Source: an optimization exercise on an open RTL-to-GDS flow (aim: small area, a short achievable clock period and few clock cycles per item). Production flows keep margins and buffers that such runs may drop. In this exercise RTL edits were held to simulation tests only and were not proved equivalent to the original.

## run A
## real_mul_arbiter
module real_mul_arbiter #(
  parameter  int N_REQ     = 4,
  parameter  int IS_DOUBLE = 1,
  localparam int ID_W      = $clog2(N_REQ)
) (
  input  logic                  clk,
  input  logic                  rst,
  input  logic [N_REQ-1:0]      req_valid,
  output logic [N_REQ-1:0]      req_ready,
  input  logic [real_mul_arbiter_pkg::OP_W*N_REQ-1:0] req_op1,
  input  logic [real_mul_arbiter_pkg::OP_W*N_REQ-1:0] req_op2,
  output logic                  rsp_valid,
  input  logic                  rsp_ready,
  output logic [ID_W-1:0]       rsp_id,
  output logic [real_mul_arbiter_pkg::OP_W-1:0] rsp_result,
  output logic                  busy,
  output logic [real_mul_arbiter_pkg::CNT_W-1:0] ops_done
);
==> flow/config.mk <==
export PLATFORM = sky130hd
export DESIGN_NAME = real_mul_arbiter
export DESIGN_NICKNAME = real_mul_arbiter
export VERILOG_FILES = /design/flow/design.v
export SDC_FILE = /design/flow/constraint.sdc
export NUM_CORES = 4
export LEC_CHECK = 0
export CAP_MARGIN = 20
export CORE_MARGIN = 2
export CORE_UTILIZATION = 40
export SLEW_MARGIN = 20
==> flow/constraint.sdc <==
create_clock -name core_clock -period 18.0 [get_ports {clk}]
set_input_delay 3.6000 -clock core_clock [delete_from_list [all_inputs] [get_ports {clk}]]
set_output_delay 3.6000 -clock core_clock [all_outputs]
set_load 0.01 [all_outputs]
standard.sh (not shown) runs the stock make flow with config.mk's settings and CLKGATE_MAP_FILE= SYNTH_SCRIPT=/design/flow/synth_recipe.tcl, a recipe that flattens the netlist after the stock synthesis.
==> flow/flow/run.sh <==
#!/bin/bash
# Standard synthesis and layout, with two changes to how the layout is made:
# - repair_timing aims for 10 ns of extra setup slack, so the critical paths are sized and
#   buffered for a period well below the clock period;
# - the buffers that the flow puts on every input and output port are the smallest buffer cell.
set -euo pipefail
bash standard.sh SETUP_SLACK_MARGIN=10 "BUFFER_PORTS_ARGS=-buffer_cell sky130_fd_sc_hd__buf_1" finish > standard.log 2>&1
Run A went all the way through the flow, and no timing, DRC or antenna check failed.
Testbench counts of run A, summed over its fixed seeds: cycles 3,216, items 3,200.
## Diff of input files: run B against run A
--- a/flow/flow/run.sh
+++ b/flow/flow/run.sh
@@ -3 +3 @@
-# - repair_timing aims for 10 ns of extra setup slack, so the critical paths are sized and
+# - repair_timing aims for 10.3 ns of extra setup slack, so the critical paths are sized and
@@ -7 +7 @@
-bash standard.sh SETUP_SLACK_MARGIN=10 "BUFFER_PORTS_ARGS=-buffer_cell sky130_fd_sc_hd__buf_1" finish > standard.log 2>&1
+bash standard.sh SETUP_SLACK_MARGIN=10.3 "BUFFER_PORTS_ARGS=-buffer_cell sky130_fd_sc_hd__buf_1" finish > standard.log 2>&1
--- outcome ---
- Going from run A to run B, data arrival time of the critical path moved down; portion of the clock cycle consumed by the worst path in the final layout -0.45 points; area of combinational cells with multiple inputs went up.
- From run A to run B the numbers moved as follows: pre-CTS worst setup slack went up 33 ps; total routed wirelength went up about 6%.
- Run B vs run A — first-pass GRT wire length climbed slightly
- Going from run A to run B, the number of buffers added by the clock tree synthesis step was found to have gone up by 16%.
--- input diff run B..run C ---
==> flow/flow/run.sh <==
#!/bin/bash
# Standard synthesis and layout, with these changes to how the layout is made:
# - repair_timing aims for 10 ns of extra setup slack, so the critical paths are sized and
#   buffered for a period well below the clock period;
# - the buffers that the flow puts on every input and output port are the smallest buffer cell;
# - clkbuf_8 for the clock tree.
set -euo pipefail
bash standard.sh SETUP_SLACK_MARGIN=10 "BUFFER_PORTS_ARGS=-buffer_cell sky130_fd_sc_hd__buf_1" \
  CTS_BUF_LIST=sky130_fd_sc_hd__clkbuf_8 finish > standard.log 2>&1
==> results.txt <==
- Area: run C vs run B -> run C smaller
- Fmax delta for run C relative to run B: about 1.8% lower
- Re area overhead of the layout relative to synthesis: run B and run C aren't equal, and the higher value belongs to run B.
- Between run B and run C, the global-route wire length before repair is higher for run B.
- When the final numbers for run B and run C were put side by side, the multi-input gate share of the layout cell area turned out to be smaller in run B.
- [compare] base=run B new=run C: net count after synthesis stayed essentially flat.
Changes in run D relative to run C:
--- a/flow/flow/run.sh
+++ b/flow/flow/run.sh
@@ -6 +6 @@
-# - clkbuf_8 for the clock tree.
+# - a denser core (55% utilisation) for shorter wires, and clkbuf_8 for the clock tree.
@@ -9 +9 @@
-  CTS_BUF_LIST=sky130_fd_sc_hd__clkbuf_8 finish > standard.log 2>&1
+  CORE_UTILIZATION=55 CTS_BUF_LIST=sky130_fd_sc_hd__clkbuf_8 finish > standard.log 2>&1
==> results.txt <==
Via count delta (run C -> run D): insignificant. Run D vs. run C: post-route met1 wirelength decreased about 5.4%, final instance area stayed essentially flat. Utilization was lower in run C than in run D. Per the final summary, run D finished and its layout is clean on timing, DRC and antenna. Delta (run D minus run C): critical path depth went up; maximum operating frequency did not really move; final cell count went down.

what the ideal ports hide:
The flow's constraints put no driver on any port. The routed layouts listed below were extracted and timed again, unchanged, in two steps.
Step 1: set_driving_cell puts a clkbuf_16 on clk and a buf_2 on each other input, an assumption about the parent block.
Step 2 also shifts input and output timing later by t, the mid clock arrival at the registers, as if the neighbouring blocks saw the same clock.
a / b / c = ideal / step 1 / step 2; a / b = the first two.
run | t, ns | slack for setup (ns) | worst setup path at the end | clock arrival spread, ns
run A | 0.730 | 9.951 / 9.898 / 9.934 | input to output | 0.033 / 0.032
run B | 0.716 | 10.033 / 9.976 / 9.995 | input to output | 0.047 / 0.047
run C | 0.809 | 9.889 / 9.860 / 9.889 | register to register | 0.062 / 0.062
run D | 0.749 | 9.899 / 9.899 / 9.899 | register to register | 0.053 / 0.052
After both steps every run listed still meets setup and hold. For run B, which loses most, drivers alone change the setup slack by -0.057 ns; drivers and shift together by -0.038 ns.
